From an optimization exercise on the open Yosys and OpenROAD flow, aimed at small area and a short achievable clock period; shortcuts taken in it are not production practice. At most, simulation tests tie the RTL to the original design; equivalence was not proved. For runs 1 and 3, only the layout was checked, not whether the RTL still works. Power is estimated from default activity; no workload was simulated.

`design/flow/design.v`:
```
module spi_mem_target #(
  parameter int ADDR_W    = 8,
  parameter int MEM_DEPTH = 256
) (
  input  logic clk,
  input  logic rst,
  input  logic spi_sck,
  input  logic spi_cs_n,
  input  logic spi_mosi,
  output logic spi_miso,
  output logic spi_miso_oe,
  output logic busy,
  output logic cmd_err
);
  typedef enum logic [2:0] {
    IDLE, CMD, ADDR, READ, WRITE, STATUS, IGNORE
  } state_t;
  function automatic int plane_k(input int b);
    case (b)
      7, 6:    plane_k = 3;
      5, 4:    plane_k = 4;
      default: plane_k = 5;
    endcase
  endfunction
  state_t      state;
  logic [1:0]  sck_sync, cs_sync, mosi_sync;
  logic        sck_prev, cs_prev;
  logic        sck_s, cs_s, mosi_s;
  logic        sck_rise, sck_fall, cs_rise, cs_fall;
  logic [2:0]  bit_cnt;
  logic [6:0]  rx_sr;
  logic [7:0]  rx_byte;
  logic        miso_bit;
  logic        byte_done;
  logic [7:0]  addr;
  logic [7:0]  addr_inc;
  logic        is_read;
  logic        mem_we;
  logic        wel;
  logic        wrote;
  logic [4:0]  ph;
  logic [4:0]  ph_n;
  logic        wact;
  logic        wpos;
  logic [2:0]  eq_a;
  logic        eq_i;
  logic [2:0]  rm;
  logic [4:0]  rsel7;
  logic [1:0]  tj3;
  logic        tj4;
  logic [7:0]  we;
  logic        rm7;
  logic [7:0]  txb;
  logic        tx_bit;
  logic        c_win;
  logic        cmh;
  logic        cand0, cand1;
  logic        c_win_d;
  logic        cwin_n;
  assign sck_s     = sck_sync[1];
  assign cs_s      = cs_sync[1];
  assign mosi_s    = mosi_sync[1];
  assign sck_rise  = sck_s & ~sck_prev;
  assign sck_fall  = ~sck_s & sck_prev;
  assign cs_rise   = cs_s & ~cs_prev;
  assign cs_fall   = ~cs_s & cs_prev;
  assign rx_byte   = {rx_sr, mosi_s};
  assign byte_done = sck_rise && (bit_cnt == 3'd7);
  assign mem_we    = (state == WRITE) && byte_done && !cs_rise;
  assign spi_miso  = miso_bit;
  assign addr_inc  = addr + 8'd1;
  assign ph_n      = ph + 5'd1;
  assign cwin_n    = (state == ADDR) && (bit_cnt == 3'd7);
  assign eq_a[0] = (ph_n[2:0] == addr[2:0]);
  assign eq_a[1] = eq_a[0] && (ph_n[3] == addr[3]);
  assign eq_a[2] = eq_a[1] && (ph_n[4] == addr[4]);
  assign eq_i    = (ph_n[2:0] == addr_inc[2:0]);
  always_ff @(posedge clk or posedge rst) begin
    if (rst) begin
      cs_sync <= 2'b00;
      cs_prev <= 1'b0;
    end else begin
      cs_sync <= {cs_sync[0], spi_cs_n};
      cs_prev <= cs_s;
    end
  end
  always_ff @(posedge clk) begin
    sck_sync  <= {sck_sync[0], spi_sck};
    mosi_sync <= {mosi_sync[0], spi_mosi};
    sck_prev  <= sck_s;
  end
  always_ff @(posedge clk) begin
    if (sck_rise) begin
      rx_sr   <= rx_byte[6:0];
      bit_cnt <= bit_cnt + 3'd1;
    end
    if (!cs_rise && state == IDLE && cs_fall) begin
      bit_cnt <= 3'd0;
      wrote   <= 1'b0;
    end
    if (!cs_rise && state == CMD && byte_done) begin
      is_read <= rx_byte[0];
    end
    if (!cs_rise && state == WRITE && byte_done) begin
      wrote <= 1'b1;
    end
  end
  always_ff @(posedge clk) begin
    ph <= ph_n;
    if (mem_we) begin
      wact <= 1'b1;
    end else if (wpos) begin
      wact <= 1'b0;
    end
    wpos <= wact && eq_a[2];
  end
  always_ff @(posedge clk) begin
    if (!cs_rise && state == ADDR && byte_done) begin
      addr <= rx_byte;
    end else if ((!cs_rise && state == READ && byte_done) || wpos) begin
      addr <= addr_inc;
    end
  end
  for (genvar l = 0; l < 8; l++) begin : g_we
    assign we[l] = wpos && (addr[7:5] == l);
  end
  always_ff @(posedge clk) begin
    c_win   <= cwin_n;
    c_win_d <= c_win;
    cmh     <= (ph_n[2:1] == rx_sr[1:0]);
  end
  always_ff @(posedge clk) begin
    rm    <= eq_a;
    tj3   <= ~(addr[4:3] - ph_n[4:3]);
    tj4   <= ~(addr[4] ^ ph_n[4]);
    rsel7 <= cwin_n ? {rx_sr[6:4], ~(rx_sr[3:2] - ph_n[4:3])}
                    : {addr_inc[7:5], ~(addr_inc[4:3] - ph_n[4:3])};
    rm7   <= eq_i && (bit_cnt != 3'd0);
  end
  for (genvar b = 0; b < 8; b++) begin : g_plane
    localparam int K  = plane_k(b);
    localparam int L  = 1 << K;
    localparam int NT = 32 >> K;
    logic [8*NT-1:0] taps;
    logic            tap;
    for (genvar l = 0; l < 8; l++) begin : g_loop
      logic [31:0] sr;
      always_ff @(posedge clk) begin
        sr <= {sr[30:0], we[l] ? txb[b] : sr[31]};
      end
      for (genvar j = 0; j < NT; j++) begin : g_tap
        assign taps[l*NT + j] = sr[L*j + L - 1];
      end
    end
    if (b == 7) begin : g_cap7
      assign tap = taps[rsel7];
      always_ff @(posedge clk) begin
        if (c_win && cmh && !ph[0]) cand0 <= tap;
        if (c_win && cmh && ph[0]) cand1 <= tap;
        if (mem_we) begin
          txb[7] <= rx_byte[7];
        end else if (c_win_d && !c_win) begin
          txb[7] <= addr[0] ? cand1 : cand0;
        end else if (!wact && !c_win && rm7) begin
          txb[7] <= tap;
        end
      end
    end else begin : g_capn
      if (K == 3) begin : g_t3
        assign tap = taps[{addr[7:5], tj3}];
      end else if (K == 4) begin : g_t4
        assign tap = taps[{addr[7:5], tj4}];
      end else begin : g_t5
        assign tap = taps[addr[7:5]];
      end
      always_ff @(posedge clk) begin
        if (mem_we) begin
          txb[b] <= rx_byte[b];
        end else if (!wact && rm[K-3]) begin
          txb[b] <= tap;
        end
      end
    end
  end
  always_comb begin
    tx_bit = 1'b0;
    if (state == READ) begin
      tx_bit = txb[~bit_cnt];
    end else if (state == STATUS) begin
      tx_bit = wel && (bit_cnt == 3'd6);
    end
  end
  state_t state_n;
  logic   wel_n, miso_n, err_n;
  always_comb begin
    state_n = state;
    wel_n   = wel;
    miso_n  = sck_fall ? tx_bit : miso_bit;
    err_n   = 1'b0;
    if (cs_rise) begin
      if (state == WRITE && wrote) begin
        wel_n = 1'b0;
      end
      state_n = IDLE;
      miso_n  = 1'b0;
    end else begin
      case (state)
        IDLE: begin
          if (cs_fall) begin
            state_n = CMD;
            miso_n  = 1'b0;
          end
        end
        CMD: begin
          if (byte_done) begin
            case (rx_byte)
              8'h03: state_n = ADDR;
              8'h02: state_n = wel ? ADDR : IGNORE;
              8'h05: state_n = STATUS;
              8'h06: begin
                wel_n   = 1'b1;
                state_n = IGNORE;
              end
              8'h04: begin
                wel_n   = 1'b0;
                state_n = IGNORE;
              end
              default: begin
                state_n = IGNORE;
                err_n   = 1'b1;
              end
            endcase
          end
        end
        ADDR: begin
          if (byte_done) begin
            state_n = is_read ? READ : WRITE;
          end
        end
        READ, WRITE, STATUS, IGNORE: begin
        end
        default: begin
          state_n = IDLE;
        end
      endcase
    end
  end
  always_ff @(posedge clk or posedge rst) begin
    if (rst) begin
      state       <= IDLE;
      miso_bit    <= 1'b0;
      spi_miso_oe <= 1'b0;
      busy        <= 1'b0;
      cmd_err     <= 1'b0;
      wel         <= 1'b0;
    end else begin
      state       <= state_n;
      miso_bit    <= miso_n;
      spi_miso_oe <= (state_n == READ) || (state_n == STATUS);
      busy        <= (state_n != IDLE);
      cmd_err     <= err_n;
      wel         <= wel_n;
    end
  end
endmodule
```
`design/flow/config.mk`:
```
export PLATFORM = sky130hd
export DESIGN_NAME = spi_mem_target
export DESIGN_NICKNAME = spi_mem_target
export VERILOG_FILES = /design/flow/design.v
export SDC_FILE = /design/flow/constraint.sdc
export NUM_CORES = 4
export LEC_CHECK = 0
export CAP_MARGIN = 20
export CORE_MARGIN = 2
export CORE_UTILIZATION = 70
export CTS_CLUSTER_DIAMETER = 120
export CTS_CLUSTER_SIZE = 30
export GPL_ROUTABILITY_DRIVEN = 0
export SETUP_SLACK_MARGIN = 2.8
export SLEW_MARGIN = 20
```
`design/flow/run.sh`:
```
#!/bin/bash
# synth_recipe.tcl (not shown) runs the flow's synth.tcl, then flattens the netlist and writes it again
# the make line also repeats each setting of config.mk as NAME=value (left out here)
make -C /OpenROAD-flow-scripts/flow DESIGN_CONFIG=/design/flow/config.mk WORK_HOME=/design/flow/orfs CLKGATE_MAP_FILE= SYNTH_SCRIPT=/design/flow/synth_recipe.tcl finish
```
`design/flow/constraint.sdc`:
```
create_clock -name core_clock -period 5.0 [get_ports {clk}]
set_input_delay 1.0000 -clock core_clock [delete_from_list [all_inputs] [get_ports {clk}]]
set_output_delay 1.0000 -clock core_clock [all_outputs]
set_load 0.01 [all_outputs]
```
==> results.txt, run 1 <==
Layout
The final cell area excluding filler cells is 49,330 sq um. For this run, the post-layout net count is 2,600. The finished layout holds 3,455 standard cells, fillers aside. The share of cells above drive strength 1 is 8.814%. The layout overhead on the synthesized area is 7.625%.

Place
The HPWL after detailed placement is 35,530 um. In this run the tool buffered the top-level ports with 8 buffer cells. Once placement finished, the instance area stood at 46,880 sq um. Prior to clock tree synthesis, the placed netlist has a worst setup slack of 2.075 ns.

The number of placed instances, taps included, is 3,329.

Worst setup path
The number of buffers and inverters on the critical path is 1. STA classifies the critical path endpoint as a primary output. The class of the most critical setup path is register to primary output. In this run the critical register-to-register path is captured at txb[4]$_DFFE_PP_.

The most critical setup path has its startpoint at miso_bit$_DFF_PP0_. In this run the number of cells on the critical path is 1. The longest individual stage delay on the worst path is 0.49 ns. Of all nets on the critical path, the largest fanout is 2. In this run the critical register-to-register path is launched from addr[5]$_DFFE_PP_. The cell depth of the worst flop-to-flop path is 5.

The slowest stage of the critical path belongs to the cell sky130_fd_sc_hd__dfrtp_2. The setup slack of the most critical reg-to-reg path is 2.82 ns. The worst setup path is launched from a register. The critical path goes through buf_6. The arrival time at the worst endpoint is 1.29 ns. The required time reported for the critical path endpoint is 4.00 ns. The cell family contributing the most delay on the critical path is flip-flops.

Timing
The final worst-path cycle share is 45.83%. Clock skew on the completed layout was measured at 0.03089 ns. Setup slack closes at 2.709 ns. Timing would allow up to 0.4364 GHz.

Adding up every negative setup slack in the final design gives 0 ns. The total setup violations reported at the end of the flow is 0. The number of hold-slack violations in the final timing report is 0.

The worst path needs 2.291 ns of the cycle, external delays included. Setup repair after global routing could not meet its margin everywhere. The count of final max-slew check failures was 0. In this run the tightest slew margin relative to its limit is 32.31%. The worst-margin pin slew is 1.006 ns.

Power and ir drop
Dividing total power by cell area gives a power density of 498.9 nW/um^2. The internal cell power is 19.96 mW. Of the total power, the share spent switching nets is 18.89%. Of the total power, the clock network draws 30.8%. The proportion of power drawn by flip-flops and latches is 68.8%. The combinational share of power is 0.4%. The analysis attributes to cell leakage a power of 19.65 nW. The worst-case vdd ir drop is 408.6 uV. The completed layout was analyzed and its total power is 24.61 mW.

The net switching power is 4.649 mW.

Logic synthesis
After synthesis, the largest family of logic cells by area is multiplexers. The post-synthesis adder-cell area fraction is 0.2457%. The share of synthesized area occupied by flip-flops and latches is 93.11%. The net count of the mapped netlist is 2,503. After synthesis, the cell types taking the most area are sky130_fd_sc_hd__dfxtp_1 91%, sky130_fd_sc_hd__edfxtp_1 1.7%, sky130_fd_sc_hd__mux2_2 1.7%. The synthesized netlist cell count is 2,489. Summing the areas of all xor and xnor instances in the mapped netlist gives 0.4395% of the synthesized area. After synthesis, the mean cell area works out to 18.41 sq um. Yosys mapped a number of flops with a built-in enable equal to 26. Ranked by instance count, the synthesized netlist is headed by 2,079 x sky130_fd_sc_hd__dfxtp_1, 69 x sky130_fd_sc_hd__mux2_2, 31 x sky130_fd_sc_hd__nor2_1. The count of unique library cells instantiated by Yosys is 57.

Summing the areas of all compound-gate instances in the mapped netlist gives 0.9255% of the synthesized area. The most frequently used flop master after synthesis is sky130_fd_sc_hd__dfxtp_1. The count of synthesis-stage warnings from yosys is 1. The synthesized design devotes to its leading area cell type 90.81% of total area.

The total of flip-flops plus latches after synthesis is 2,116. The mux cell area share after synthesis is 3.574%. The cell area that synthesis handed to floorplanning was 45,830 sq um.

The post-synthesis cell type with the largest combined area is sky130_fd_sc_hd__dfxtp_1. The proportion of synthesized flip-flops having asynchronous set or reset is 0.5198%. The synthesized netlist devotes 1.291% of its cell area to simple gates. The library cell with the highest instance count after synthesis is sky130_fd_sc_hd__dfxtp_1.

Clock tree
TritonCTS built the clock tree. The cell chosen for the clock root is sky130_fd_sc_hd__clkbuf_16. The total number of clock tree sinks is 2,116. The count of hold buffers inserted by post-cts repair is 0. Clock-pin slew was measured on the worst setup and hold paths at 0.12 ns. The CTS H-tree depth is 3. The maximum buffer depth of the clock tree is 3. The later pin in the worst-skew pair is clocked with a latency of 0.65 ns. The clock buffer count from CTS is 80.

Die
From left edge to right edge, the die measures 259.9 um. The number of placed I/O pins is 9. The die height is 259.9 um. The overall die area is 67,540 sq um. The initial cell density of the core is 70.97%. The total area inside the core boundary comes to 64,580 sq um. The number of placement rows is 93.

Routing
Summed over all layers, the routed wires come to 62,530 um. In this run, the number of DRC markers left after iteration 0 of detailed routing was 1,060. After detailed routing, the number of remaining DRC violations is 0. The post-detailed-route via-to-cell ratio is 4.741. The number of nets with antenna violations after detailed routing is 0.

The detailed router placed 16,380 vias in this run. Before antenna repair, the detailed router went through 5 iterations. Dividing the detail-routed wire length by the instance count gives 18.10 um.

GRT
The number of antenna violations at the first check in global routing is 4. In the global route stage, overall resource usage came out at 18.91%. The first global-routing pass estimated 95,610 um of wire. Summed over all layers, the global routing overflow is 0.

The maximum number of pins on one net before global-route repair is 32. The via count of the first global-routing pass is 16,890.

Run status
The run finished with no timing, DRC or antenna violations.

Min path
The tightest min-delay check is of the register to register type. For hold timing, the worst endpoint is g_plane[4].g_loop[4].sr[31]$_DFF_P_. Along the worst hold path, the cell count comes to 0. In this run the most critical hold path is launched from g_plane[4].g_loop[4].sr[30]$_DFF_P_.

Run
Max-cap violations in this run came to 0.
per-stage QoR:
step,hold slack [ns],util (%)
3_5_place_dp,0.3121,72.59
6_report,0.3154,76.38
5_1_grt,0.3183,76.37
4_1_cts,0.3147,76.17
3_3_place_gp,0.3096,72.59
2_1_floorplan,0.3096,-
layout by cell type (no fill, tap or decap), drive strengths merged, types with 5 or more instances in the layout:
master,count
ha,9
dfrtp,11
nor2b,7
a21oi,26
mux2i,26
o21ai,11
xnor2,15
edfxtp,26
inv,24
dfxtp,2079
nor3,5
xor2,8
nand2b,10
mux4,25
nor2,31
clkbuf,90
mux2,70
nand2,14
buf,34
and2,6
nand3,9
cells by family after synthesis:
logic type | Yosys count
flip-flops | 2116
multiplexers | 121
AND/OR/NAND/NOR | 108
AO/OA/AOI/OAI | 67
buffers and inverters | 45
XOR/XNOR | 23
adder cells (fa/ha/maj) | 9
worst max path at each step:
stage / to
after floorplan: txb[0]$_DFFE_PP_
after global placement: txb[2]$_DFFE_PP_
after detailed placement: txb[0]$_DFFE_PP_
after CTS: spi_miso
after global routing: spi_miso
final: spi_miso
power by group through the flow:
| stage | Sequential [mW] | Clock [mW] | Combinational [mW] |
|---|---|---|---|
| after detailed placement | 17.3 | 0 | 0.0881 |
| final | 16.9 | 7.58 | 0.0956 |
| after CTS | 16.9 | 7.77 | 0.0895 |
| after global placement | 17.3 | 0 | 0.0803 |
| after floorplan | 17.3 | 0 | 0.0677 |
| after global routing | 16.9 | 8.32 | 0.106 |
sequential cells by signal, indices dropped and copies added, names as in the netlist, 3 cells and up:
signal,count
rm,3
ph,5
txb,8
state,3
rsel7,5
addr,8
bit_cnt,3
g_plane.g_loop.sr,2048
rx_sr,7
per-layer routing:
layer | part of all wire, % | wire length, um | up-vias | GRT usage [%]
li1 | - | - | 8049 | -
met1 | 49 | 30770 | 7936 | 27.92
met2 | 44 | 27760 | 274 | 29.00
met3 | 3.6 | 2239 | 121 | 3.119
met4 | 2.8 | 1767 | 0 | 6.114
met5 | 0 | 0 | - | 0
timing repair:
| item | 4_1_cts | 5_1_grt |
|---|---|---|
| setup buffers | 17 | 12 |
| cloned | 1 | 0 |
| pin swaps | 3 | 1 |
| resized for setup | 31 | 13 |
| endpoints found under the setup margin | 107 | 32 |
layout make-up:
class,count,area [sq um]
Clock buffer,90,2082
Tap cell,855,1070
Timing Repair Buffer,38,327.8
Sequential cell,2116,42680
Antenna cell,2,5.005
Multi-Input combinational cell,329,3029
Fill cell,3463,15250
Clock inverter,4,50.05
Inverter,21,78.83
==> inputs of run 2 (changes only) <==
--- a/design/flow/design.v
+++ b/design/flow/design.v
@@ -43,2 +43,4 @@
   logic        wact;
+  logic        wlast;
+  logic [4:0]  wcnt;
   logic        wpos;
@@ -55,5 +57,5 @@
   logic        c_win;
-  logic        cmh;
+  logic        cm0, cm1;
   logic        cand0, cand1;
-  logic        c_win_d;
+  logic        first1, first2;
   logic        cwin_n;
@@ -108,7 +110,12 @@
   always_ff @(posedge clk) begin
-    ph <= ph_n;
+    ph    <= ph_n;
+    wlast <= wact && (wcnt == 5'd31);
     if (mem_we) begin
       wact <= 1'b1;
-    end else if (wpos) begin
-      wact <= 1'b0;
+      wcnt <= 5'd0;
+    end else if (wact) begin
+      wcnt <= wcnt + 5'd1;
+      if (wcnt == 5'd31) begin
+        wact <= 1'b0;
+      end
     end
@@ -119,3 +126,3 @@
       addr <= rx_byte;
-    end else if ((!cs_rise && state == READ && byte_done) || wpos) begin
+    end else if ((!cs_rise && state == READ && byte_done) || wlast) begin
       addr <= addr_inc;
@@ -127,5 +134,7 @@
   always_ff @(posedge clk) begin
-    c_win   <= cwin_n;
-    c_win_d <= c_win;
-    cmh     <= (ph_n[2:1] == rx_sr[1:0]);
+    c_win  <= cwin_n;
+    cm0    <= (ph_n[2:0] == {rx_sr[1:0], 1'b0});
+    cm1    <= (ph_n[2:0] == {rx_sr[1:0], 1'b1});
+    first1 <= (state == ADDR) && byte_done;
+    first2 <= first1;
   end
@@ -157,7 +166,7 @@
       always_ff @(posedge clk) begin
-        if (c_win && cmh && !ph[0]) cand0 <= tap;
-        if (c_win && cmh && ph[0]) cand1 <= tap;
+        if (c_win && cm0) cand0 <= tap;
+        if (c_win && cm1) cand1 <= tap;
         if (mem_we) begin
           txb[7] <= rx_byte[7];
-        end else if (c_win_d && !c_win) begin
+        end else if (first2) begin
           txb[7] <= addr[0] ? cand1 : cand0;
--- a/design/flow/config.mk
+++ b/design/flow/config.mk
@@ -12,3 +12,2 @@
 export CTS_CLUSTER_SIZE = 30
-export GPL_ROUTABILITY_DRIVEN = 0
 export SETUP_SLACK_MARGIN = 2.8
==> results.txt, run 2 <==
Clock tree
The CTS tree is done (unchanged). The clock transition at the registers of the reported paths is 0.11 ns (was 0.12 ns). The count of hold buffers inserted by post-cts repair was 0 (unchanged). The source-to-sink clock delay at the later pin of the worst-skew pair was 0.67 ns (was 0.65 ns). The maximum buffer depth of the clock tree is 3 (unchanged). The cell chosen for the clock root is sky130_fd_sc_hd__clkbuf_16 (unchanged). The clock buffer count from CTS is 80 (unchanged). The total number of clock tree sinks is 2,124 (was 2,116). The CTS H-tree depth is 3 (unchanged).

Power and ir drop
The worst-case vdd ir drop is 399.8 uV (was 408.6 uV). The combinational share of power is 0.4% (about the same). The net switching power is 4.809 mW (was 4.649 mW). The sum of internal, switching and leakage power is 24.83 mW (was 24.61 mW). The power per cell area is 501.0 nW/um^2 (was 498.9 nW/um^2). The proportion of power drawn by flip-flops and latches is 68.5% (was 68.8%).

The leakage power is 19.72 nW (was 19.65 nW). The clock group share of total power is 31.1% (was 30.8%). The internal cell power is 20.02 mW (was 19.96 mW). The switching power as a share of total power is 19.37% (was 18.89%).

Routing
The number of detailed-route iterations in the first pass is 5 (unchanged). The number of remaining DRC errors is 0 (unchanged). The number of nets with antenna violations after detailed routing is 0 (unchanged).

The total detailed-routing wirelength was 67,900 um (was 62,530 um). The number of vias after detailed routing is 16,470 (was 16,380). The post-detailed-route via-to-cell ratio is 4.735 (was 4.741). The final routed wire length divided by cell count came to 19.52 um (was 18.10 um).

The initial DRC count is 967 (was 1,060).

Worst setup path
The class of the most critical setup path is register to primary output (unchanged). The worst path buffer plus inverter count came to 1 (unchanged). The endpoint type of the worst setup path was a primary output (unchanged). The largest fanout on the critical path was 1 (was 2).

The type of origin of the critical path is a register (unchanged). The longest individual stage delay on the worst path is 0.47 ns (was 0.49 ns). Sequence of cells on the critical path: buf_6 (unchanged). The kind of cell with the highest combined delay on the critical path is flip-flops (unchanged). The required time reported for the critical path endpoint was 4.00 ns (about the same). The arrival time at the worst endpoint was 1.26 ns (was 1.29 ns). The slowest library cell on the worst path is sky130_fd_sc_hd__dfrtp_2 (unchanged).

Logic synthesis
The synthesized area per cell was 18.36 sq um (was 18.41 sq um). The share of synthesized area occupied by flip-flops and latches is 93.11% (about the same). The post-synthesis cell type with the largest combined area is sky130_fd_sc_hd__dfxtp_1 (unchanged). The number of enable-type register cells in the synthesized netlist is 26 (unchanged). The combined area of all synthesized cells is 46,010 sq um (was 45,830 sq um). The net count of the mapped netlist is 2,522 (was 2,503). The proportion of synthesized flip-flops having asynchronous set or reset came to 0.5179% (was 0.5198%). The share of Yosys cell area claimed by the top area cell type is 90.82% (was 90.81%). The count of synthesis-stage warnings from yosys is 1 (unchanged). Most frequent cells after synthesis: 2,087 x sky130_fd_sc_hd__dfxtp_1, 69 x sky130_fd_sc_hd__mux2_2, 37 x sky130_fd_sc_hd__nor2_1 (was 2,079 x sky130_fd_sc_hd__dfxtp_1, 69 x sky130_fd_sc_hd__mux2_2, 31 x sky130_fd_sc_hd__nor2_1). The total of flip-flops plus latches after synthesis came to 2,124 (was 2,116). The most frequently used flop master after synthesis is sky130_fd_sc_hd__dfxtp_1 (unchanged). The count of unique library cells instantiated by Yosys is 55 (was 57).

The synthesized netlist cell count is 2,506 (was 2,489). Leading cell types by total area after synthesis: sky130_fd_sc_hd__dfxtp_1 91%, sky130_fd_sc_hd__edfxtp_1 1.7%, sky130_fd_sc_hd__mux2_2 1.7% (unchanged). The library cell with the highest instance count after synthesis is sky130_fd_sc_hd__dfxtp_1 (unchanged).

Timing
The total setup violations reported at the end of the flow is 0 (unchanged). The worst relative slew slack is 46.38% (was 32.31%). The maximum clock frequency came to 0.4431 GHz (was 0.4364 GHz). The setup TNS is 0 ns (unchanged). The count of final max-slew check failures was 0 (unchanged).

Unrepaired setup endpoints after global routing: true (unchanged). The final clock skew is 0.03668 ns (was 0.03089 ns). The minimum period implied by the final worst setup slack is 2.257 ns (was 2.291 ns).

The minimum setup slack in the final design is 2.743 ns (was 2.709 ns). The final worst-path cycle share is 45.13% (was 45.83%). The worst-margin pin slew was 0.8007 ns (was 1.006 ns). The number of hold-slack violations in the final timing report is 0 (unchanged).

Place
The routability-driven placement congestion ratio is 0.8432. The number of input and output port buffers inserted is 8 (unchanged). The HPWL after detailed placement came to 37,360 um (was 35,530 um).

The post-placement setup slack is 2.192 ns (was 2.075 ns).

GRT
The via count of the first global-routing pass is 17,530 (was 16,890). The maximum number of pins on one net before global-route repair is 32 (unchanged). The first-pass GRT wire length came to 103,400 um (was 95,610 um). The number of antenna violations at the first check in global routing is 11 (was 4). The global router's overall resource usage is 20.65% (was 18.91%). The overall overflow remaining after global route is 0 (unchanged).

Die
The overall die area was 67,790 sq um (was 67,540 sq um). The die height is 260.4 um (was 259.9 um). The number of placed I/O pins was 9 (unchanged). The initial cell density of the core is 71.11% (was 70.97%). The number of placement rows was 93 (unchanged). The die outline width is 260.4 um (was 259.9 um).

The area of the placeable core is 64,700 sq um (was 64,580 sq um).

Layout
The flip-flop count of the largest register, all copies and words added was 2,048 (unchanged). The layout filler cell count is 3,397 (was 3,463). The commonest non-fill, non-tap cell in the layout is sky130_fd_sc_hd__dfxtp_1 (unchanged). The share of cells above drive strength 1 is 9.264% (was 8.814%). The top register by number of flip-flops is g_plane.g_loop.sr (unchanged). Biggest registers after layout: g_plane.g_loop.sr x2048, addr x8, txb x8 (unchanged). Highest-count cells in the layout ignoring fill and taps: 2,082 x sky130_fd_sc_hd__dfxtp_1, 81 x sky130_fd_sc_hd__clkbuf_16, 69 x sky130_fd_sc_hd__mux2_2, 35 x sky130_fd_sc_hd__nor2_1 (was 2,076 x sky130_fd_sc_hd__dfxtp_1, 82 x sky130_fd_sc_hd__clkbuf_16, 68 x sky130_fd_sc_hd__mux2_2, 31 x sky130_fd_sc_hd__nor2_1). The number of nets at the end of the flow is 2,622 (was 2,600). The layout overhead on the synthesized area came to 7.740% (was 7.625%).

Run status
Status: finished clean (unchanged).

Run
The number of maximum-capacitance constraint violations came to 0 (unchanged).

Min path
The class of the tightest hold or removal check is register to register (unchanged).
==> run 2: cell types whose count changed after synthesis, moves of 7 or more <==
cell and delta:
sky130_fd_sc_hd__a21oi_1 -9, sky130_fd_sc_hd__dfxtp_1 +8, sky130_fd_sc_hd__inv_1 -8, sky130_fd_sc_hd__nand2_1 +17, sky130_fd_sc_hd__nor3_1 +7
==> run 2: logic make-up (layout without fill, tap and decap cells) <==
group	Yosys count	count (layout)	synth area share (%)
simple gates	130	130	1.390
buf+inv	36	153	0.3372
compound gates	58	58	0.8567
mux	121	121	3.511
fa+ha+maj	11	11	0.2992
xor+xnor	26	26	0.4950
flops	2124	2124	93.11
other cells	0	1	0
==> run 2: through the flow <==
stage	hold WS, ns	util, %	instance area [sq um]	std cells
final	0.3127	76.61	49570	3479
after global routing	0.3279	76.61	49560	3478
after CTS	0.3177	76.41	49430	3470
after global placement	0.3095	72.78	47080	3350
after detailed placement	0.3121	72.78	47090	3350
after floorplan	0.3096	-	46010	2506
==> run 2: timing repair <==
action                                  in CTS  in global routing
hold endpoints to repair                     0                  0
gates cloned                                 1                  0
setup buffers                               20                  8
endpoints found under the setup margin      85                 50
resized for setup                           31                 19
pin swaps                                    2                  3
==> run 2: worst paths after layout <==
check / startpoint / slack, ns / cells past startpoint / endpoint
min in group asynchronous: rst / 0.67 / 2 / busy$_DFF_PP0_
min reg2reg: g_plane[2].g_loop[5].sr[23]$_DFF_P_ / 0.31 / 0 / g_plane[2].g_loop[5].sr[24]$_DFF_P_
max reg2reg: rsel7[1]$_DFF_P_ / 2.83 / 6 / txb[7]$_DFFE_PP_
max in group asynchronous: rst / 3.97 / 2 / cmd_err$_DFF_PP0_
max: cmd_err$_DFF_PP0_ / 2.74 / 1 / cmd_err
min: g_plane[2].g_loop[5].sr[23]$_DFF_P_ / 0.31 / 0 / g_plane[2].g_loop[5].sr[24]$_DFF_P_
==> run 2: per-layer routing <==
layer	global-route usage (%)	wire [um]	up-vias
met1	29.66	32450	8015
met5	0	13	-
met2	32.59	31210	229
li1	-	-	8104
met4	6.667	1836	2
met3	3.467	2387	123
==> run 2: power by group through the flow <==
stage               clock network, mW  logic [mW]  registers, mW
floorplan                           0      0.0606           17.4
global placement                    0      0.0788           17.4
detailed placement                  0      0.0799           17.4
CTS                              7.87      0.0820           17.0
global route                     8.41       0.114           17.0
finish                           7.73       0.104           17.0
==> run 2: final cells by class <==
class	count	area (sq um)	area share (%)
timing repair buffer	41	335.3	0.6765
antenna	1	2.502	0.005049
tap	855	1070	2.158
clock buffer	92	2068	4.173
sequential	2124	42850	86.45
multi-input combinational	346	3103	6.260
inverter	13	48.80	0.09845
clock inverter	7	87.58	0.1767
==> inputs of run 3 (changes only) <==
--- a/design/flow/design.v
+++ b/design/flow/design.v
@@ -43,4 +43,2 @@
   logic        wact;
-  logic        wlast;
-  logic [4:0]  wcnt;
   logic        wpos;
@@ -57,5 +55,5 @@
   logic        c_win;
-  logic        cm0, cm1;
+  logic        cmh;
   logic        cand0, cand1;
-  logic        first1, first2;
+  logic        c_win_d;
   logic        cwin_n;
@@ -110,12 +108,7 @@
   always_ff @(posedge clk) begin
-    ph    <= ph_n;
-    wlast <= wact && (wcnt == 5'd31);
+    ph <= ph_n;
     if (mem_we) begin
       wact <= 1'b1;
-      wcnt <= 5'd0;
-    end else if (wact) begin
-      wcnt <= wcnt + 5'd1;
-      if (wcnt == 5'd31) begin
-        wact <= 1'b0;
-      end
+    end else if (wpos) begin
+      wact <= 1'b0;
     end
@@ -126,3 +119,3 @@
       addr <= rx_byte;
-    end else if ((!cs_rise && state == READ && byte_done) || wlast) begin
+    end else if ((!cs_rise && state == READ && byte_done) || wpos) begin
       addr <= addr_inc;
@@ -134,7 +127,5 @@
   always_ff @(posedge clk) begin
-    c_win  <= cwin_n;
-    cm0    <= (ph_n[2:0] == {rx_sr[1:0], 1'b0});
-    cm1    <= (ph_n[2:0] == {rx_sr[1:0], 1'b1});
-    first1 <= (state == ADDR) && byte_done;
-    first2 <= first1;
+    c_win   <= cwin_n;
+    c_win_d <= c_win;
+    cmh     <= (ph_n[2:1] == rx_sr[1:0]);
   end
@@ -166,7 +157,7 @@
       always_ff @(posedge clk) begin
-        if (c_win && cm0) cand0 <= tap;
-        if (c_win && cm1) cand1 <= tap;
+        if (c_win && cmh && !ph[0]) cand0 <= tap;
+        if (c_win && cmh && ph[0]) cand1 <= tap;
         if (mem_we) begin
           txb[7] <= rx_byte[7];
-        end else if (first2) begin
+        end else if (c_win_d && !c_win) begin
           txb[7] <= addr[0] ? cand1 : cand0;
==> design/flow/flow/run.sh (new file) <==
#!/bin/bash
# The standard layout, with one change after placement: the flip-flops that
# drive the output ports are moved next to the ports' buffers (and the
# placement re-legalized and improved) before clock tree synthesis.
set -euo pipefail
bash standard.sh place > place.log 2>&1
PULL_RESULTS="$PWD/orfs/results/sky130hd/spi_mem_target/base" \
  openroad -no_init -exit flow/pull_outputs.tcl > pull_outputs.log 2>&1
bash standard.sh finish > finish.log 2>&1
==> design/flow/flow/pull_outputs.tcl (new file) <==
# Move the flip-flop that drives each output port next to the port's
# buffer, then legalize: the output paths are the design's critical ones
# and otherwise carry a long wire on the flip-flop's Q.
set results $::env(PULL_RESULTS)
read_db $results/3_place.odb
set block [ord::get_db_block]
set held {}
foreach port {spi_miso spi_miso_oe busy cmd_err} {
  set net [[$block findBTerm $port] getNet]
  set buf ""
  foreach it [$net getITerms] {
    if {[$it isOutputSignal]} { set buf [$it getInst] }
  }
  set innet ""
  foreach it [$buf getITerms] {
    if {[$it isInputSignal] && [$it getNet] ne "NULL"} { set innet [$it getNet] }
  }
  set ff ""
  foreach it [$innet getITerms] {
    if {[$it isOutputSignal]} { set ff [$it getInst] }
  }
  lassign [$buf getLocation] x y
  lassign [$ff getLocation] fx fy
  puts "port $port: buffer [$buf getName] at $x $y, driver [$ff getName] moved from $fx $fy"
  $ff setLocation $x $y
  $ff setPlacementStatus PLACED
  lappend held $ff $buf
}
detailed_placement
foreach inst $held { $inst setPlacementStatus FIRM }
improve_placement
optimize_mirroring
foreach inst $held { $inst setPlacementStatus PLACED }
check_placement -verbose
foreach port {spi_miso spi_miso_oe busy cmd_err} {
  set net [[$block findBTerm $port] getNet]
  foreach it [$net getITerms] {
    if {[$it isOutputSignal]} { set buf [$it getInst] }
  }
  puts "port $port buffer at [$buf getLocation]"
}
write_db $results/3_place.odb
==> design/flow/standard.sh (new file) <==
#!/bin/bash
# synth_recipe.tcl (not shown) runs the flow's synth.tcl, then flattens the netlist and writes it again
# the make line also repeats each setting of config.mk as NAME=value (left out here)
make -C /OpenROAD-flow-scripts/flow DESIGN_CONFIG=/design/flow/config.mk WORK_HOME=/design/flow/orfs CLKGATE_MAP_FILE= SYNTH_SCRIPT=/design/flow/synth_recipe.tcl "${@:-finish}"
removed: design/flow/run.sh
==> results.txt, run 3 <==
Run status
Status: finished clean (unchanged).

Die
The area of the placeable core was 64,580 sq um (was 64,700 sq um). The die height is 259.9 um (was 260.4 um). The overall die area is 67,540 sq um (was 67,790 sq um). The initial cell density of the core is 70.97% (was 71.11%). The number of placed I/O pins came to 9 (unchanged).

The die outline width is 259.9 um (was 260.4 um). The number of placement rows is 93 (unchanged).

Clock tree
The CTS tree is done (unchanged). The clock transition at the registers of the reported paths is 0.12 ns (was 0.11 ns). The maximum buffer depth of the clock tree is 3 (unchanged). The cell chosen for the clock root is sky130_fd_sc_hd__clkbuf_16 (unchanged). The CTS H-tree depth is 3 (unchanged). The total number of clock tree sinks is 2,116 (was 2,124). The clock buffer count from CTS is 80 (unchanged). The source-to-sink clock delay at the later pin of the worst-skew pair was 0.66 ns (was 0.67 ns).

Routing
The number of remaining DRC errors is 0 (unchanged). The number of nets with antenna violations after detailed routing is 0 (unchanged). The number of vias after detailed routing is 16,130 (was 16,470). The final routed wire length divided by cell count was 18.29 um (was 19.52 um). The number of detailed-route iterations in the first pass is 5 (unchanged). The initial DRC count is 912 (was 967). The post-detailed-route via-to-cell ratio came to 4.662 (was 4.735). The total detailed-routing wirelength came to 63,250 um (was 67,900 um).

Logic synthesis
The combined area of all synthesized cells is 45,830 sq um (was 46,010 sq um). The share of Yosys cell area claimed by the top area cell type was 90.81% (was 90.82%). The proportion of synthesized flip-flops having asynchronous set or reset came to 0.5198% (was 0.5179%). The total of flip-flops plus latches after synthesis came to 2,116 (was 2,124).

The count of synthesis-stage warnings from yosys is 1 (unchanged). The share of synthesized area occupied by flip-flops and latches is 93.11% (about the same). The most frequently used flop master after synthesis is sky130_fd_sc_hd__dfxtp_1 (unchanged).

The count of unique library cells instantiated by Yosys was 57 (was 55). The synthesized area per cell was 18.41 sq um (was 18.36 sq um). The number of enable-type register cells in the synthesized netlist is 26 (unchanged). The synthesized netlist cell count is 2,489 (was 2,506). The library cell with the highest instance count after synthesis is sky130_fd_sc_hd__dfxtp_1 (unchanged).

Leading cell types by total area after synthesis: sky130_fd_sc_hd__dfxtp_1 91%, sky130_fd_sc_hd__edfxtp_1 1.7%, sky130_fd_sc_hd__mux2_2 1.7% (unchanged). The net count of the mapped netlist is 2,503 (was 2,522). Most frequent cells after synthesis: 2,079 x sky130_fd_sc_hd__dfxtp_1, 69 x sky130_fd_sc_hd__mux2_2, 31 x sky130_fd_sc_hd__nor2_1 (was 2,087 x sky130_fd_sc_hd__dfxtp_1, 69 x sky130_fd_sc_hd__mux2_2, 37 x sky130_fd_sc_hd__nor2_1).

The post-synthesis cell type with the largest combined area is sky130_fd_sc_hd__dfxtp_1 (unchanged).

Layout
Highest-count cells in the layout ignoring fill and taps: 2,076 x sky130_fd_sc_hd__dfxtp_1, 84 x sky130_fd_sc_hd__clkbuf_16, 69 x sky130_fd_sc_hd__mux2_2, 31 x sky130_fd_sc_hd__nor2_1 (was 2,082 x sky130_fd_sc_hd__dfxtp_1, 81 x sky130_fd_sc_hd__clkbuf_16, 69 x sky130_fd_sc_hd__mux2_2, 35 x sky130_fd_sc_hd__nor2_1). The top register by number of flip-flops is g_plane.g_loop.sr (unchanged). The number of nets at the end of the flow is 2,597 (was 2,622).

The flip-flop count of the largest register, all copies and words added is 2,048 (unchanged). Biggest registers after layout: g_plane.g_loop.sr x2048, addr x8, txb x8 (unchanged). The multi-input combinational cell area is 3048 sq um (was 3103 sq um). The share of the core filled with cells is 76.49% (was 76.61%). The footprint of the flip-flops and latches was 42,680 sq um (was 42,850 sq um). The layout overhead on the synthesized area came to 7.778% (was 7.740%). The commonest non-fill, non-tap cell in the layout is sky130_fd_sc_hd__dfxtp_1 (unchanged). The layout filler cell count was 3,352 (was 3,397). The share of cells above drive strength 1 is 8.574% (was 9.264%).

Timing
The setup TNS is 0 ns (unchanged). The minimum setup slack in the final design was 2.804 ns (was 2.743 ns). The number of hold-slack violations in the final timing report is 0 (unchanged). The worst relative slew slack was 30.79% (was 46.38%). The minimum period implied by the final worst setup slack came to 2.196 ns (was 2.257 ns). The count of final max-slew check failures is 0 (unchanged). The worst-margin pin slew is 1.036 ns (was 0.8007 ns). The final clock skew is 0.02215 ns (was 0.03668 ns). The total setup violations reported at the end of the flow is 0 (unchanged). The final worst-path cycle share is 43.91% (was 45.13%).

The final hold slack is 0.3192 ns (was 0.3127 ns). The maximum clock frequency is 0.4554 GHz (was 0.4431 GHz). Unrepaired setup endpoints after global routing: true (unchanged).

Worst setup path
The type of origin of the critical path was a register (unchanged). The largest fanout on the critical path is 15 (was 1). The kind of cell with the highest combined delay on the critical path is simple AND/OR/NAND/NOR gates (was flip-flops). The required time reported for the critical path endpoint is 5.42 ns (was 4.00 ns).

The longest individual stage delay on the worst path is 0.52 ns (was 0.47 ns). The class of the most critical setup path was register to register (was register to primary output). Sequence of cells on the critical path: ha_1, and3b_2, nand2_1, or3_4, mux2_2 (was buf_6). The arrival time at the worst endpoint is 2.62 ns (was 1.26 ns). The endpoint type of the worst setup path is a register (was primary output). The worst path buffer plus inverter count is 0 (was 1). The slowest library cell on the worst path is sky130_fd_sc_hd__dfxtp_1 (was sky130_fd_sc_hd__dfrtp_2).

GRT
The number of antenna violations at the first check in global routing was 10 (was 11). The first-pass GRT wire length is 97,150 um (was 103,400 um). The via count of the first global-routing pass is 16,350 (was 17,530). The global router's overall resource usage is 19.37% (was 20.65%).

The overall overflow remaining after global route is 0 (unchanged). The maximum number of pins on one net before global-route repair is 32 (unchanged).

Min path
The class of the tightest hold or removal check is register to register (unchanged).

Run
The number of maximum-capacitance constraint violations was 0 (unchanged).

Place
The number of input and output port buffers inserted came to 8 (unchanged). The routability-driven placement congestion ratio is 0.8068 (was 0.8432). The HPWL after detailed placement is 37,800 um (was 37,360 um). The post-placement setup slack is 2.067 ns (was 2.192 ns).

Power and ir drop
The power per cell area is 500.9 nW/um^2 (was 501.0 nW/um^2). The worst-case vdd ir drop is 425.4 uV (was 399.8 uV). The leakage power was 19.70 nW (was 19.72 nW).
-- run 3: cell count changes in the layout (fill, tap and decap cells not counted), sizes merged, moves of 6 or more --
cell and delta:
inv +6, buf -6, a21oi +9, dfxtp -8, nor3 -7, nand2 -17
nor2 -6
-- run 3: layer usage --
metal	vias to the layer above	GRT usage (%)	part of all wire, %
met2	229	28.84	43
met4	0	5.428	2.2
met1	7731	29.49	51
li1	8069	-	-
met5	-	0	0
met3	96	3.558	3.5
-- run 3: kinds of logic after synthesis --
logic type / Yosys count / synth area share [%]
adders and majority gates: 9 / 0.2457
AOI/OAI and AO/OA: 67 / 0.9255
and+or+nand+nor: 108 / 1.291
muxes: 121 / 3.574
DFF: 2116 / 93.11
buffers and inverters: 45 / 0.4095
xor gates and xnor gates: 23 / 0.4395
-- run 3: layout make-up --
class	instances	area share (%)
Tap cell	855	2.166
Inverter	21	0.1596
Clock inverter	3	0.08359
Antenna cell	3	0.01520
Sequential cell	2116	86.40
Multi-Input combinational cell	329	6.170
Clock buffer	97	4.354
Timing Repair Buffer	35	0.6484
-- run 3: through the flow --
step,power [mW],instances,area (sq um)
detailed placement,17.40,3330,46890
finish,24.74,3459,49400
floorplan,17.37,2489,45830
CTS,24.93,3448,49300
global route,25.48,3456,49390
global placement,17.40,3330,46890
-- run 3: worst paths after layout --
path                                                     start                             endpoint  slack [ns]  cells past startpoint
max                                    bit_cnt[2]$_SDFFE_PP0P_                    addr[1]$_DFFE_PP_        2.80                      5
min                        g_plane[3].g_loop[5].sr[13]$_DFF_P_  g_plane[3].g_loop[5].sr[14]$_DFF_P_        0.32                      0
max reg2reg                            bit_cnt[2]$_SDFFE_PP0P_                    addr[1]$_DFFE_PP_        2.80                      5
min reg2reg                g_plane[3].g_loop[5].sr[13]$_DFF_P_  g_plane[3].g_loop[5].sr[14]$_DFF_P_        0.32                      0
max in group asynchronous                                  rst                   state[2]$_DFF_PP0_        3.67                      2
min in group asynchronous                                  rst                 cs_sync[1]$_DFF_PP0_        0.80                      2
-- run 3: timing repair --
action                                  in CTS  in global routing
resized for setup                           34                  2
buffers inserted                            17                  8
cloned                                       1                  0
pin swaps                                    2                  3
endpoints found under the hold margin        0                  0
endpoints found under the setup margin     108                 30
hold buffers                                 0                  0
-- run 3: worst register-to-register path: stages, from the launching register on --
cell and delay [ns]:
sky130_fd_sc_hd__dfxtp_1 0.52, sky130_fd_sc_hd__ha_1 0.26, sky130_fd_sc_hd__and3b_2 0.30, sky130_fd_sc_hd__nand2_1 0.14
sky130_fd_sc_hd__or3_4 0.45, sky130_fd_sc_hd__mux2_2 0.30
-- run 3: where the power goes --
| part | switching, mW | internal, mW | leakage [nW] |
|---|---|---|---|
| clock | 4.62 | 3.09 | 1.07 |
| sequential | 0.0367 | 16.9 | 17.1 |
| combinational | 0.0509 | 0.0459 | 1.51 |
==> inputs of run 4 (changes only) <==
--- a/design/flow/design.v
+++ b/design/flow/design.v
@@ -41,3 +41,4 @@
   logic [4:0]  ph;
-  logic [4:0]  ph_n;
+  logic [2:0]  lsel;
+  logic        bc7;
   logic        wact;
@@ -67,3 +68,3 @@
   assign rx_byte   = {rx_sr, mosi_s};
-  assign byte_done = sck_rise && (bit_cnt == 3'd7);
+  assign byte_done = sck_rise && bc7;
   assign mem_we    = (state == WRITE) && byte_done && !cs_rise;
@@ -71,8 +72,7 @@
   assign addr_inc  = addr + 8'd1;
-  assign ph_n      = ph + 5'd1;
-  assign cwin_n    = (state == ADDR) && (bit_cnt == 3'd7);
-  assign eq_a[0] = (ph_n[2:0] == addr[2:0]);
-  assign eq_a[1] = eq_a[0] && (ph_n[3] == addr[3]);
-  assign eq_a[2] = eq_a[1] && (ph_n[4] == addr[4]);
-  assign eq_i    = (ph_n[2:0] == addr_inc[2:0]);
+  assign cwin_n    = (state == ADDR) && bc7;
+  assign eq_a[0] = (ph[2:0] == addr[2:0]);
+  assign eq_a[1] = eq_a[0] && (ph[3] == addr[3]);
+  assign eq_a[2] = eq_a[1] && (ph[4] == addr[4]);
+  assign eq_i    = (ph[2:0] == addr_inc[2:0]);
   always_ff @(posedge clk or posedge rst) begin
@@ -95,2 +95,3 @@
       bit_cnt <= bit_cnt + 3'd1;
+      bc7     <= (bit_cnt == 3'd6);
     end
@@ -98,2 +99,3 @@
       bit_cnt <= 3'd0;
+      bc7     <= 1'b0;
       wrote   <= 1'b0;
@@ -108,3 +110,3 @@
   always_ff @(posedge clk) begin
-    ph <= ph_n;
+    ph <= ph + 5'd1;
     if (mem_we) begin
@@ -124,3 +126,3 @@
   for (genvar l = 0; l < 8; l++) begin : g_we
-    assign we[l] = wpos && (addr[7:5] == l);
+    assign we[l] = wpos && (lsel == l);
   end
@@ -129,3 +131,3 @@
     c_win_d <= c_win;
-    cmh     <= (ph_n[2:1] == rx_sr[1:0]);
+    cmh     <= (ph[2:1] == rx_sr[1:0]);
   end
@@ -133,6 +135,7 @@
     rm    <= eq_a;
-    tj3   <= ~(addr[4:3] - ph_n[4:3]);
-    tj4   <= ~(addr[4] ^ ph_n[4]);
-    rsel7 <= cwin_n ? {rx_sr[6:4], ~(rx_sr[3:2] - ph_n[4:3])}
-                    : {addr_inc[7:5], ~(addr_inc[4:3] - ph_n[4:3])};
+    lsel  <= addr[7:5];
+    tj3   <= ~(addr[4:3] - ph[4:3]);
+    tj4   <= ~(addr[4] ^ ph[4]);
+    rsel7 <= cwin_n ? {rx_sr[6:4], ~(rx_sr[3:2] - ph[4:3])}
+                    : {addr_inc[7:5], ~(addr_inc[4:3] - ph[4:3])};
     rm7   <= eq_i && (bit_cnt != 3'd0);
@@ -157,4 +160,4 @@
       always_ff @(posedge clk) begin
-        if (c_win && cmh && !ph[0]) cand0 <= tap;
-        if (c_win && cmh && ph[0]) cand1 <= tap;
+        if (c_win && cmh && ph[0]) cand0 <= tap;
+        if (c_win && cmh && !ph[0]) cand1 <= tap;
         if (mem_we) begin
@@ -169,7 +172,7 @@
       if (K == 3) begin : g_t3
-        assign tap = taps[{addr[7:5], tj3}];
+        assign tap = taps[{lsel, tj3}];
       end else if (K == 4) begin : g_t4
-        assign tap = taps[{addr[7:5], tj4}];
+        assign tap = taps[{lsel, tj4}];
       end else begin : g_t5
-        assign tap = taps[addr[7:5]];
+        assign tap = taps[lsel];
       end
--- a/design/flow/flow/run.sh
+++ b/design/flow/flow/run.sh
@@ -8,2 +8,3 @@
   openroad -no_init -exit flow/pull_outputs.tcl > pull_outputs.log 2>&1
+export CTS_ARGS="-sink_clustering_enable -repair_clock_nets -sink_clustering_size 30 -sink_clustering_max_diameter 120 -apply_ndr full"
 bash standard.sh finish > finish.log 2>&1
==> results.txt, run 4 <==
Run status
Status: finished clean (unchanged).

Worst setup path
The type of origin of the critical path is a register (unchanged). The cell depth of the worst flop-to-flop path is 4 (was 5). The endpoint type of the worst setup path is a primary output (was register). The number of cells on the critical path is 1 (was 5).

The arrival time at the worst endpoint came to 1.19 ns (was 2.62 ns). The worst path buffer plus inverter count is 1 (was 0). The longest individual stage delay on the worst path was 0.40 ns (was 0.52 ns). The kind of cell with the highest combined delay on the critical path was flip-flops (was simple AND/OR/NAND/NOR gates). The slowest library cell on the worst path was sky130_fd_sc_hd__dfrtp_1 (was sky130_fd_sc_hd__dfxtp_1). The class of the most critical setup path is register to primary output (was register to register). The setup slack of the most critical reg-to-reg path is 2.88 ns (was 2.80 ns). Sequence of cells on the critical path: buf_2 (was ha_1, and3b_2, nand2_1, or3_4, mux2_2). The required time reported for the critical path endpoint was 4.00 ns (was 5.42 ns).

The largest fanout on the critical path was 2 (was 15).

Logic synthesis
The most frequently used flop master after synthesis is sky130_fd_sc_hd__dfxtp_1 (unchanged). The synthesized netlist cell count came to 2,496 (was 2,489). The complex-gate fraction of the synthesized area is 0.6627% (was 0.9255%). The proportion of synthesized flip-flops having asynchronous set or reset was 0.5189% (was 0.5198%). The net count of the mapped netlist is 2,509 (was 2,503). The xor and xnor fraction of the mapped netlist area is 0.4582% (was 0.4395%). The share of Yosys cell area claimed by the top area cell type was 90.90% (was 90.81%). The number of enable-type register cells in the synthesized netlist is 26 (unchanged). The count of synthesis-stage warnings from yosys is 1 (unchanged). The library cell with the highest instance count after synthesis is sky130_fd_sc_hd__dfxtp_1 (unchanged). The synthesized area per cell is 18.38 sq um (was 18.41 sq um).

The total of flip-flops plus latches after synthesis is 2,120 (was 2,116). The post-synthesis cell type with the largest combined area was sky130_fd_sc_hd__dfxtp_1 (unchanged). The post-synthesis adder-cell area fraction was 0.2182% (was 0.2457%). Leading cell types by total area after synthesis: sky130_fd_sc_hd__dfxtp_1 91%, sky130_fd_sc_hd__edfxtp_1 1.7%, sky130_fd_sc_hd__mux2_2 1.6% (was sky130_fd_sc_hd__dfxtp_1 91%, sky130_fd_sc_hd__edfxtp_1 1.7%, sky130_fd_sc_hd__mux2_2 1.7%). The share of synthesized area occupied by flip-flops and latches came to 93.20% (was 93.11%). The dominant combinational cell family by area after synthesis is multiplexers (unchanged).

The count of unique library cells instantiated by Yosys is 50 (was 57). Most frequent cells after synthesis: 2,083 x sky130_fd_sc_hd__dfxtp_1, 67 x sky130_fd_sc_hd__mux2_2, 38 x sky130_fd_sc_hd__mux2i_1 (was 2,079 x sky130_fd_sc_hd__dfxtp_1, 69 x sky130_fd_sc_hd__mux2_2, 31 x sky130_fd_sc_hd__nor2_1). The area fraction in and, or, nand and nor cells after synthesis is 1.424% (was 1.291%). The mux cell area share after synthesis is 3.652% (was 3.574%). The combined area of all synthesized cells is 45,880 sq um (was 45,830 sq um).

Die
The number of placed I/O pins was 9 (unchanged). The initial cell density of the core is 71.04% (was 70.97%). The die height is 260.0 um (was 259.9 um).

The die outline width is 260.0 um (was 259.9 um). The overall die area was 67,600 sq um (was 67,540 sq um). The area of the placeable core is 64,580 sq um (unchanged). The number of placement rows is 93 (unchanged).

Timing
The count of final max-slew check failures is 0 (unchanged). The setup TNS is 0 ns (unchanged). The final clock skew is 0.02821 ns (was 0.02215 ns). The final worst-path cycle share is 43.73% (was 43.91%). The minimum period implied by the final worst setup slack was 2.187 ns (was 2.196 ns).

The maximum clock frequency is 0.4574 GHz (was 0.4554 GHz). The worst relative slew slack came to 56.33% (was 30.79%). Unrepaired setup endpoints after global routing: true (unchanged).

The total setup violations reported at the end of the flow came to 0 (unchanged). The worst-margin pin slew is 0.6516 ns (was 1.036 ns). The number of hold-slack violations in the final timing report was 0 (unchanged).

Place
The number of input and output port buffers inserted is 8 (unchanged). The routability-driven placement congestion ratio was 0.8043 (was 0.8068). The HPWL after detailed placement is 36,710 um (was 37,800 um).

Layout
The share of the core filled with cells came to 76.17% (was 76.49%). The commonest non-fill, non-tap cell in the layout is sky130_fd_sc_hd__dfxtp_1 (unchanged). The number of nets at the end of the flow is 2,587 (was 2,597). The flip-flop count of the largest register, all copies and words added came to 2,048 (unchanged).

Biggest registers after layout: g_plane.g_loop.sr x2048, addr x8, txb x8 (unchanged). The share of cells above drive strength 1 is 7.960% (was 8.574%). The layout overhead on the synthesized area came to 7.230% (was 7.778%). Highest-count cells in the layout ignoring fill and taps: 2,079 x sky130_fd_sc_hd__dfxtp_1, 82 x sky130_fd_sc_hd__clkbuf_16, 67 x sky130_fd_sc_hd__mux2_2, 38 x sky130_fd_sc_hd__mux2i_1, 36 x sky130_fd_sc_hd__nor2_1 (was 2,076 x sky130_fd_sc_hd__dfxtp_1, 84 x sky130_fd_sc_hd__clkbuf_16, 69 x sky130_fd_sc_hd__mux2_2, 31 x sky130_fd_sc_hd__nor2_1). The top register by number of flip-flops is g_plane.g_loop.sr (unchanged).

Routing
The total detailed-routing wirelength is 59,190 um (was 63,250 um). The number of detailed-route iterations in the first pass is 5 (unchanged). The number of remaining DRC errors is 0 (unchanged). The initial DRC count is 932 (was 912). The number of nets with antenna violations after detailed routing was 0 (unchanged). The number of vias after detailed routing is 15,950 (was 16,130). The final routed wire length divided by cell count is 17.17 um (was 18.29 um). The post-detailed-route via-to-cell ratio is 4.626 (was 4.662).

Power and ir drop
The internal cell power was 19.99 mW (was 20.03 mW). The combinational share of power came to 0.4% (about the same). The power per cell area is 501.8 nW/um^2 (was 500.9 nW/um^2). The worst-case vdd ir drop came to 479.6 uV (was 425.4 uV). The switching power as a share of total power came to 19.02% (was 19.04%). The net switching power is 4.695 mW (was 4.711 mW). The proportion of power drawn by flip-flops and latches came to 68.7% (was 68.4%). The leakage power is 19.64 nW (was 19.70 nW). The clock group share of total power is 30.9% (was 31.2%).

Clock tree
The CTS H-tree depth is 3 (unchanged). The clock buffer count from CTS is 80 (unchanged). The source-to-sink clock delay at the later pin of the worst-skew pair is 0.66 ns (about the same). The total number of clock tree sinks was 2,120 (was 2,116). The maximum buffer depth of the clock tree is 3 (unchanged).

The cell chosen for the clock root is sky130_fd_sc_hd__clkbuf_16 (unchanged). The clock transition at the registers of the reported paths is 0.12 ns (about the same). The CTS tree is done (unchanged).

Min path
The class of the tightest hold or removal check is register to register (unchanged). The worst hold path stage count came to 0 (unchanged).

GRT
The global router's overall resource usage came to 18.13% (was 19.37%). The first-pass GRT wire length was 91,760 um (was 97,150 um). The via count of the first global-routing pass is 15,790 (was 16,350). The number of antenna violations at the first check in global routing is 7 (was 10).

The maximum number of pins on one net before global-route repair came to 32 (unchanged). The overall overflow remaining after global route was 0 (unchanged).

Run
The number of maximum-capacitance constraint violations is 0 (unchanged).
==> run 4: area by class of cell <==
cell class	instances	area, sq um
antenna	5	12.51
clock buffer	92	2090
clock inverter	4	45.04
fill	3388	15390
inverter	15	56.30
multi-input combinational	337	2978
sequential	2120	42770
tap	855	1070
timing repair buffer	20	176.4
==> run 4: worst paths after layout <==
check | startpoint | to
min in group asynchronous | rst | state[2]$_DFF_PP0_
setup / recovery | miso_bit$_DFF_PP0_ | spi_miso
hold / removal | g_plane[6].g_loop[4].sr[30]$_DFF_P_ | g_plane[6].g_loop[4].sr[31]$_DFF_P_
hold reg to reg | g_plane[6].g_loop[4].sr[30]$_DFF_P_ | g_plane[6].g_loop[4].sr[31]$_DFF_P_
max in group asynchronous | rst | cs_sync[0]$_DFF_PP0_
setup reg to reg | txb[7]$_DFFE_PP_ | miso_bit$_DFF_PP0_
==> run 4: through the flow <==
step | std cells | cell area [sq um] | setup slack [ns] | power [mW] | hold WS [ns]
after detailed placement | 3336 | 46910 | 2.472 | 17.45 | 0.3121
final | 3448 | 49190 | 2.814 | 24.68 | 0.3121
after global routing | 3443 | 49180 | 2.750 | 25.47 | 0.3178
after CTS | 3439 | 49120 | 2.744 | 24.87 | 0.3076
after global placement | 3336 | 46910 | 2.521 | 17.44 | 0.3096
after floorplan | 2496 | 45880 | 3.071 | 17.41 | 0.3096
==> run 4: what timing repair did <==
item,4_1_cts,5_1_grt
setup endpoints to repair,76,42
pin swaps,3,3
hold buffers,0,0
setup buffers,7,4
gates resized for setup,22,6
==> run 4: logic make-up (layout without fill, tap and decap cells) <==
kind of cell / after synthesis / after routing
other cells: 0 / 5
mux: 129 / 129
buf+inv: 39 / 131
compound gates: 50 / 50
fa+ha+maj: 8 / 8
simple gates: 126 / 126
flops: 2120 / 2120
xor+xnor: 24 / 24
==> run 4: power groups by stage <==
stage	Sequential, mW	Clock [mW]	Combinational, mW
after CTS	17.0	7.82	0.0868
after floorplan	17.3	0	0.0676
after global placement	17.4	0	0.0869
final	17.0	7.62	0.0917
after global routing	17.0	8.38	0.105
after detailed placement	17.4	0	0.0874
==> run 4: per-layer routing <==
metal,track usage (%),up-vias,share of wire [%]
met1,29.12,7623,54
met3,3.177,93,3.2
li1,-,8035,-
met2,25.66,199,41
met4,4.630,0,2.1
met5,0,-,0
==> inputs of run 5 (changes only) <==
--- a/design/flow/flow/run.sh
+++ b/design/flow/flow/run.sh
@@ -8,3 +8,2 @@
   openroad -no_init -exit flow/pull_outputs.tcl > pull_outputs.log 2>&1
-export CTS_ARGS="-sink_clustering_enable -repair_clock_nets -sink_clustering_size 30 -sink_clustering_max_diameter 120 -apply_ndr full"
 bash standard.sh finish > finish.log 2>&1
--- a/design/flow/config.mk
+++ b/design/flow/config.mk
@@ -12,3 +12,3 @@
 export CTS_CLUSTER_SIZE = 30
-export SETUP_SLACK_MARGIN = 2.8
+export SETUP_SLACK_MARGIN = 3.0
 export SLEW_MARGIN = 20
==> results.txt, run 5 <==
Run status
Status: finished clean (unchanged).

Logic synthesis
The synthesized netlist cell count is 2,496 (unchanged). Leading cell types by total area after synthesis: sky130_fd_sc_hd__dfxtp_1 91%, sky130_fd_sc_hd__edfxtp_1 1.7%, sky130_fd_sc_hd__mux2_2 1.6% (unchanged). The share of synthesized area occupied by flip-flops and latches is 93.20% (unchanged). The proportion of synthesized flip-flops having asynchronous set or reset is 0.5189% (unchanged). Most frequent cells after synthesis: 2,083 x sky130_fd_sc_hd__dfxtp_1, 67 x sky130_fd_sc_hd__mux2_2, 38 x sky130_fd_sc_hd__mux2i_1 (unchanged). The count of unique library cells instantiated by Yosys came to 50 (unchanged). The dominant combinational cell family by area after synthesis is multiplexers (unchanged). The net count of the mapped netlist is 2,509 (unchanged). The synthesized area per cell is 18.38 sq um (unchanged). The post-synthesis cell type with the largest combined area is sky130_fd_sc_hd__dfxtp_1 (unchanged).

The post-synthesis adder-cell area fraction is 0.2182% (unchanged). The share of Yosys cell area claimed by the top area cell type was 90.90% (unchanged). The library cell with the highest instance count after synthesis is sky130_fd_sc_hd__dfxtp_1 (unchanged). The total of flip-flops plus latches after synthesis is 2,120 (unchanged). The mux cell area share after synthesis came to 3.652% (unchanged). The area fraction in and, or, nand and nor cells after synthesis is 1.424% (unchanged).

The most frequently used flop master after synthesis is sky130_fd_sc_hd__dfxtp_1 (unchanged). The count of synthesis-stage warnings from yosys was 1 (unchanged). The xor and xnor fraction of the mapped netlist area was 0.4582% (unchanged). The complex-gate fraction of the synthesized area is 0.6627% (unchanged).

The combined area of all synthesized cells was 45,880 sq um (unchanged). The number of enable-type register cells in the synthesized netlist is 26 (unchanged).

Timing
The setup TNS is 0 ns (unchanged). The minimum period implied by the final worst setup slack is 2.187 ns (about the same). The final worst-path cycle share is 43.74% (was 43.73%). The count of final max-slew check failures is 0 (unchanged). The number of hold-slack violations in the final timing report is 0 (unchanged). Unrepaired setup endpoints after global routing: true (unchanged).

The worst relative slew slack is 58.34% (was 56.33%). The worst-margin pin slew came to 0.6229 ns (was 0.6516 ns). The final clock skew came to 0.02780 ns (was 0.02821 ns). The total setup violations reported at the end of the flow was 0 (unchanged). The maximum clock frequency is 0.4573 GHz (was 0.4574 GHz).

Routing
The final routed wire length divided by cell count was 17.19 um (was 17.17 um). The number of vias after detailed routing was 16,030 (was 15,950). The total detailed-routing wirelength came to 59,560 um (was 59,190 um). The initial DRC count is 911 (was 932). The number of detailed-route iterations in the first pass is 5 (unchanged).

The number of nets with antenna violations after detailed routing is 0 (unchanged). The post-detailed-route via-to-cell ratio is 4.628 (was 4.626). The number of remaining DRC errors is 0 (unchanged).

Worst setup path
The setup slack of the most critical reg-to-reg path was 3.04 ns (was 2.88 ns). The cell depth of the worst flop-to-flop path is 5 (was 4). The required time reported for the critical path endpoint came to 4.00 ns (about the same).

The terminus of the critical flop-to-flop path is txb[5]$_DFFE_PP_ (was miso_bit$_DFF_PP0_). The type of origin of the critical path is a register (unchanged). The endpoint type of the worst setup path is a primary output (unchanged). The kind of cell with the highest combined delay on the critical path is flip-flops (unchanged). The source of the worst register-to-register timing path was lsel[0]$_DFF_P_ (was txb[7]$_DFFE_PP_). The slowest library cell on the worst path is sky130_fd_sc_hd__dfrtp_1 (unchanged). The class of the most critical setup path is register to primary output (unchanged).

The largest fanout on the critical path is 2 (unchanged). The worst path buffer plus inverter count came to 1 (unchanged). Sequence of cells on the critical path: buf_2 (unchanged). The arrival time at the worst endpoint was 1.19 ns (about the same). The longest individual stage delay on the worst path is 0.40 ns (about the same).

Place
The number of input and output port buffers inserted is 8 (unchanged). The HPWL after detailed placement came to 36,710 um (unchanged). The routability-driven placement congestion ratio is 0.8043 (unchanged).

Layout
The layout filler cell count is 3,363 (was 3,388). Highest-count cells in the layout ignoring fill and taps: 2,077 x sky130_fd_sc_hd__dfxtp_1, 82 x sky130_fd_sc_hd__clkbuf_16, 67 x sky130_fd_sc_hd__mux2_2, 38 x sky130_fd_sc_hd__mux2i_1, 36 x sky130_fd_sc_hd__nor2_1 (was 2,079 x sky130_fd_sc_hd__dfxtp_1, 82 x sky130_fd_sc_hd__clkbuf_16, 67 x sky130_fd_sc_hd__mux2_2, 38 x sky130_fd_sc_hd__mux2i_1, 36 x sky130_fd_sc_hd__nor2_1). The share of cells above drive strength 1 was 8.829% (was 7.960%). The multi-input combinational cell area is 3009 sq um (was 2978 sq um). The layout overhead on the synthesized area was 7.653% (was 7.230%). The top register by number of flip-flops was g_plane.g_loop.sr (unchanged). Biggest registers after layout: g_plane.g_loop.sr x2048, addr x8, txb x8 (unchanged). The commonest non-fill, non-tap cell in the layout was sky130_fd_sc_hd__dfxtp_1 (unchanged). The flip-flop count of the largest register, all copies and words added is 2,048 (unchanged). The footprint of the flip-flops and latches is 42,770 sq um (about the same). The share of the core filled with cells was 76.47% (was 76.17%). The number of nets at the end of the flow is 2,604 (was 2,587).

Clock tree
The source-to-sink clock delay at the later pin of the worst-skew pair is 0.66 ns (about the same). The count of hold buffers inserted by post-cts repair came to 0 (unchanged). The cell chosen for the clock root is sky130_fd_sc_hd__clkbuf_16 (unchanged).

The clock transition at the registers of the reported paths is 0.12 ns (about the same). The CTS H-tree depth is 3 (unchanged). The total number of clock tree sinks is 2,120 (unchanged). The maximum buffer depth of the clock tree is 3 (unchanged). The CTS tree is done (unchanged). The clock buffer count from CTS is 80 (unchanged).

Die
The number of placement rows is 93 (unchanged). The number of placed I/O pins is 9 (unchanged). The overall die area is 67,600 sq um (unchanged). The die height is 260.0 um (unchanged).

The die outline width is 260.0 um (unchanged). The area of the placeable core is 64,580 sq um (unchanged). The initial cell density of the core came to 71.04% (unchanged).

GRT
The global router's overall resource usage was 18.24% (was 18.13%). The first-pass GRT wire length is 92,300 um (was 91,760 um). The number of antenna violations at the first check in global routing is 7 (unchanged). The maximum number of pins on one net before global-route repair is 32 (unchanged). The via count of the first global-routing pass is 15,880 (was 15,790). The overall overflow remaining after global route is 0 (unchanged).

Power and ir drop
The worst-case vdd ir drop is 479.2 uV (was 479.6 uV). The power per cell area came to 499.8 nW/um^2 (was 501.8 nW/um^2). The leakage power was 19.74 nW (was 19.64 nW).

Min path
The destination of the worst hold path is g_plane[6].g_loop[4].sr[31]$_DFF_P_ (unchanged). The worst hold path stage count is 0 (unchanged). The class of the tightest hold or removal check was register to register (unchanged).

The critical hold path startpoint is g_plane[6].g_loop[4].sr[30]$_DFF_P_ (unchanged).

Run
The number of maximum-capacitance constraint violations is 0 (unchanged).
## run 5: report_power, final
group | switching [mW] | leakage [nW] | internal (mW) | total, mW
Clock | 4.60 | 1.04 | 3.02 | 7.62
Combinational | 0.0500 | 1.52 | 0.0455 | 0.0955
Sequential | 0.0427 | 17.2 | 16.9 | 17.0
## run 5: area by class of cell
type                       count  share of cell area, %
clock inverter                 4                0.09120
tap                          855                  2.166
multi-input combinational    337                  6.093
clock buffer                  92                  4.231
sequential                  2120                  86.60
antenna                        4                0.02027
inverter                      15                 0.1140
timing repair buffer          37                 0.6815
## run 5: logic make-up (layout without fill, tap and decap cells)
| kind of cell | Yosys count | in the layout |
|---|---|---|
| other | 0 | 4 |
| buffers and inverters | 39 | 148 |
| adders and majority gates | 8 | 8 |
| DFF | 2120 | 2120 |
| and+or+nand+nor | 126 | 126 |
| xor gates and xnor gates | 24 | 24 |
| AOI/OAI and AO/OA | 50 | 50 |
| muxes | 129 | 129 |
## run 5: worst max-delay path by stage
stage / cells past startpoint / from / to / slack, ns
final: 1 / miso_bit$_DFF_PP0_ / spi_miso / 2.81
after CTS: 1 / miso_bit$_DFF_PP0_ / spi_miso / 2.77
after global routing: 1 / miso_bit$_DFF_PP0_ / spi_miso / 2.75
after floorplan: 6 / lsel[0]$_DFF_P_ / txb[4]$_DFFE_PP_ / 3.07
after global placement: 4 / lsel[0]$_DFF_P_ / txb[4]$_DFFE_PP_ / 2.52
after detailed placement: 4 / lsel[0]$_DFF_P_ / txb[4]$_DFFE_PP_ / 2.47
## run 5: repair_timing
| item | in CTS | in global routing |
|---|---|---|
| resized for setup | 26 | 12 |
| setup endpoints to repair | 81 | 20 |
| buffers inserted | 24 | 4 |
| pin swaps | 4 | 1 |
## run 5: per-stage QoR
stage	cell area (sq um)	total power [mW]	std cells	hold slack, ns	setup slack, ns
final	49390	24.69	3464	0.3098	2.813
after global routing	49380	25.47	3460	0.3178	2.750
after CTS	49270	24.88	3456	0.3076	2.768
after detailed placement	46910	17.45	3336	0.3121	2.472
after global placement	46910	17.44	3336	0.3096	2.521
after floorplan	45880	17.41	2496	0.3096	3.071
## run 5: routing by layer
metal  share of wire [%]  vias up  track usage, %
met3                 3.3       93           3.177
met2                  41      208           25.77
li1                    -     8066               -
met4                 2.2        0           4.757
met1                  53     7666           29.31
met5                   0        -               0

-- afterwards: timing with drivers on the ports --
The flow's constraints put no driver on any port. The routed layouts listed below were extracted and timed again, unchanged, in two steps.
Step 1 sets driving cells, clkbuf_16 on the clock port and buf_2 on the other inputs (assumed; they add their load-dependent delay and slew).
Step 2, shift: input delay + t, output delay - t, t = (earliest + latest rising clock arrival at the registers) / 2. This alone moves slack from input paths to output paths.
Three values: no drivers, after step 1, after step 2; two values: the first two.
run	shift t [ns]	setup WS [ns]
run 1	0.700	2.709 / 2.647 / 2.817
run 2	0.720	2.743 / 2.678 / 2.829
run 3	0.712	2.804 / 2.743 / 2.804
run 4	0.709	2.813 / 2.750 / 2.884
run 5	0.705	2.813 / 2.753 / 3.038
After both steps setup and hold are still met in every run listed.
